This is an optimization exercise on Yosys and OpenROAD, whose aim is small area, a short achievable clock period and few clock cycles per item, not a production implementation. Function was checked by simulation only, so behaviour that the tests miss may differ from the original. No activity file was given, so power comes from the tool's default toggle rates.

the reference run:
Design chol_update_top, start of the top module:
module chol_update_top (
  input  logic                    clk,
  input  logic                    rst,
  input  logic                    start,
  input  chol_types_pkg::em_t     size,
  output logic                    addr_valid,
  output chol_types_pkg::band_t   u_band,
  output chol_types_pkg::em_t     u_col,
  output chol_types_pkg::band_t   vec_band,
  input  chol_types_pkg::sample_t u_data,
  input  chol_types_pkg::sample_t vec_data,
  input  logic                    data_valid,
  output logic                    busy,
  output logic                    done,
  output logic                    singular,
  input  logic                    rd_valid,
  input  chol_types_pkg::em_t     rd_row,
  input  chol_types_pkg::em_t     rd_col,
  output chol_types_pkg::l_word_t rd_data,
  output logic                    rd_data_valid
);
  logic        accept;
  logic [1:0]  row;         
  logic [2:0]  jf;          
  logic [2:0]  nw;          
  logic [2:0]  pk;          
  logic [1:0]  kk;          
  logic [1:0]  dsr;         
  logic [2:0]  mph;         
  logic        la;          
  logic        acc_zero;    
  logic        ma;          
  logic        apre;        
  logic        a_pre;       
  logic        crit;        
  logic        form;        
  logic        form0;       
  logic        pf;          
  logic        chk;         
  logic        dv_run;
  logic        dv_sqrt;
  logic        dv_fin;      
  ...
Size in the first run: ~680 flip-flops, about 74 I/O pins, ~53000 um2 of cells after synthesis.
Settings: LEC_CHECK=0, ABC_CLOCK_PERIOD_IN_PS=4000, CAP_MARGIN=20, CORE_MARGIN=2, CORE_UTILIZATION=55, CTS_CLUSTER_DIAMETER=80, CTS_CLUSTER_SIZE=20, SETUP_SLACK_MARGIN=5, SLEW_MARGIN=20; clock period 12.0 ns.
run.sh (not shown) runs the stock make flow with config.mk's settings and CLKGATE_MAP_FILE= SYNTH_SCRIPT=/design/flow/synth_recipe.tcl, a recipe that flattens the netlist after the stock synthesis.
Testbench counts of the reference run, summed over its fixed seeds: cycles 47,150, updates 768.
Relative to the reference run, the following input files were edited for the trial run:
--- a/flow/design.v
+++ b/flow/design.v
@@ -48,13 +48,12 @@
   logic [2:0]  jf;          
   logic [2:0]  nw;          
   logic [2:0]  pk;          
   logic [1:0]  kk;          
   logic [1:0]  dsr;         
   logic [2:0]  mph;         
-  logic        la;          
   logic        acc_zero;    
   logic        ma;          
   logic        apre;        
   logic        a_pre;       
   logic        crit;        
   logic        form;        
@@ -145,12 +144,14 @@
   logic signed       [19:0] gnext;
   logic                     g_rdy;
   logic                     g_last;
   assign vec_band = u_band;
   assign g_rdy    = rx_cnt[4];
   assign g_last   = pv && (rx_cnt == 5'd15);
+  assign pr       = u_data * vec_data;    
+  assign pv       = data_valid;
   assign gnext    = ((rx_cnt == 5'd0) ? 20'sd0 : gacc) + 20'(pr);
   always_ff @(posedge clk) begin
     if (rst) begin
       addr_valid <= 1'b0;
     end else if (accept) begin
       addr_valid <= 1'b1;
@@ -163,14 +164,12 @@
     end else if (addr_valid) begin
       u_band <= u_band + 4'd1;
       if (u_band == 4'd15) addr_valid <= 1'b0;
     end
   end
   always_ff @(posedge clk) begin
-    pr <= u_data * vec_data;
-    pv <= data_valid && !rst;
     if (accept || form || form0) begin
       rx_cnt <= '0;
     end else if (pv) begin
       rx_cnt <= rx_cnt + 5'd1;
       gacc   <= gnext;
     end
@@ -213,13 +212,13 @@
   assign pp = brow[0] + brow[1] + brow[2] + brow[3] + brow[4] + bneg + BCONST;
   assign acc_eff = acc_zero ? 64'd0 : acc;
   assign g16     = {{28{gacc[19]}}, gacc, 16'd0};
   assign g16n    = {{28{gnext[19]}}, gnext, 16'd0};
   assign s_m     = {acc_eff[63:8], 8'd0};
   always_comb begin
-    case (la ? 3'd7 : mph)
+    case (mph)
       3'd4:    pp_sh = 64'(ppr);
       3'd5:    pp_sh = {64'(ppr)} << 8;
       3'd6:    pp_sh = {64'(ppr)} << 16;
       default: pp_sh = {64'(ppr)} << 24;
     endcase
   end
@@ -234,13 +233,13 @@
   end
   logic [64:0] acc_sum_x;
   assign acc_sum_x = {ax, acin} + {az, acin};
   assign acc_sum   = acc_sum_x[64:1];
   assign y_ovf = (g16[63] ^ s_m[63]) & (acc_sum[63] ^ g16[63]);
   always_ff @(posedge clk) begin
-    if (mph >= 3'd4 || la) acc <= acc_sum;
+    if (mph >= 3'd4) acc <= acc_sum;
     if (mph >= 3'd3 && mph <= 3'd6) ppr <= pp;
     if (crit) begin
       dig <= {1'b0, wr_data[7:0]};
     end else if (mph >= 3'd2 && mph <= 3'd5) begin
       case (mph)
         3'd2: dig <= {1'b0, mx[7:0]};
@@ -309,20 +308,20 @@
     end
   end
   logic can_ma;
   logic sing;
   logic dz;
   logic pipe_free;
-  assign pipe_free = (mph == 3'd0) || (mph == 3'd6) || (mph == 3'd7);
+  assign pipe_free = (mph == 3'd0) || (mph == 3'd7);
   assign can_ma = (pk < nw) && pipe_free && !crit;
   assign ma     = busy && !done && can_ma && (jf <= {1'b0, row});
   assign apre   = busy && dv_run && !dv_sqrt && !a_pre && (jf[1:0] != row) && (jf <= {1'b0, row}) &&
                   (pk == nw) && pipe_free;
   assign crit   = dv_fin && (pk == nw) && pipe_free && ((jf[1:0] == row) || a_pre);
   assign form0  = busy && (jf == 3'd0) && g_last;
-  assign form   = busy && !done && (jf != 3'd0) && g_rdy && (pk == jf) && (mph == 3'd0) && !la &&
+  assign form   = busy && !done && (jf != 3'd0) && g_rdy && (pk == jf) && (mph == 3'd0) &&
                   !dv_run && !dv_fin && !pf && !chk;
   assign sing   = tneg || (q == 56'd0);
   assign dz     = (dr == 32'd0);
   always_comb begin
     wr_en   = dv_fin || (pf && dz) || (done && singular) || sq_fin;
     wr_col  = (done || sq_fin) ? row : nw[1:0];
@@ -340,33 +339,30 @@
       singular <= 1'b0;
       dv_run   <= 1'b0;
       dv_fin   <= 1'b0;
       pf       <= 1'b0;
       chk      <= 1'b0;
       mph      <= 3'd0;
-      la       <= 1'b0;
     end else if (accept) begin
       busy     <= 1'b1;
       row      <= size;
       jf       <= '0;
       nw       <= '0;
       pk       <= '0;
       acc_zero <= 1'b1;
       a_pre    <= 1'b0;
       mph      <= 3'd0;
-      la       <= 1'b0;
       dv_run   <= 1'b0;
       dv_fin   <= 1'b0;
       pf       <= 1'b0;
       chk      <= 1'b0;
     end else if (busy) begin
       done   <= 1'b0;
       dv_fin <= 1'b0;
       pf     <= 1'b0;
       if (done) busy <= 1'b0;
-      la <= (crit || ma) && (mph == 3'd6);
       if (crit) begin
         mph   <= 3'd3;
         kk    <= nw[1:0];
         dsr   <= row;
         pk    <= pk + 3'd1;
         a_pre <= 1'b0;
Notes after the runs:
The reference run has a higher first-iteration DRC count than the trial run.
The trial run ended up with a lower area share of xor/xnor cells in the synthesized design than the reference run did.
The global placement routability congestion in the trial run is 1.06 times that in the reference run.
In the route summary, the trial run ends up with a via count exceeding that of the reference run.
Against the reference run, the trial run reports a routed length on met3 that is higher.
Initial antenna violation count was lower in the run labelled the reference run.
The trial run ended up with a lower count of cell instances traversed by the critical path than the reference run did.
Delta (the trial run minus the reference run): final cell utilization of the core went up by 1.6 points; area share of fa/ha/maj cells after synthesis moved up.
Going from the reference run to the trial run, peak ir drop on the vdd network grows by 270 uV.
Compare the reference run and the trial run | non-clock buffer count higher: the trial run
Testbench counts of the trial run, summed over its fixed seeds: cycles 45,607, updates 768.

-- separate check: timing with driven ports --
Ports are ideal in the flow. The routed layouts listed here were re-timed in OpenROAD. Step 1, drivers: a clkbuf_16 drives clk and a buf_2 each remaining input, both assumed. Step 2 moves the port delays by t, midway between the first and last clock arrival at a register: inputs arrive t later, outputs are due t later. That takes back most of the time a late clock gives input paths. Slacks: no drivers / after step 1 / after step 2; pairs: no drivers / after step 1.
| run | t, ns | setup slack, ns | hold slack, ns | slew at the worst register clock pin (ns) | worst data-port slew with drivers (ns) |
|---|---|---|---|---|---|
| the reference run | 0.742 | 5.150 / 5.150 / 4.690 | 0.503 / 0.503 / 0.503 | 0.10 / 0.10 | 0.05 |
| the trial run | 0.746 | 5.013 / 4.924 / 4.178 | 0.505 / 0.505 / 0.505 | 0.09 / 0.09 | 0.18 |
After both steps setup and hold are still met in every run listed. The setup slack of the trial run, which loses most, moves by -0.089 ns with the drivers and by -0.835 ns with both steps.
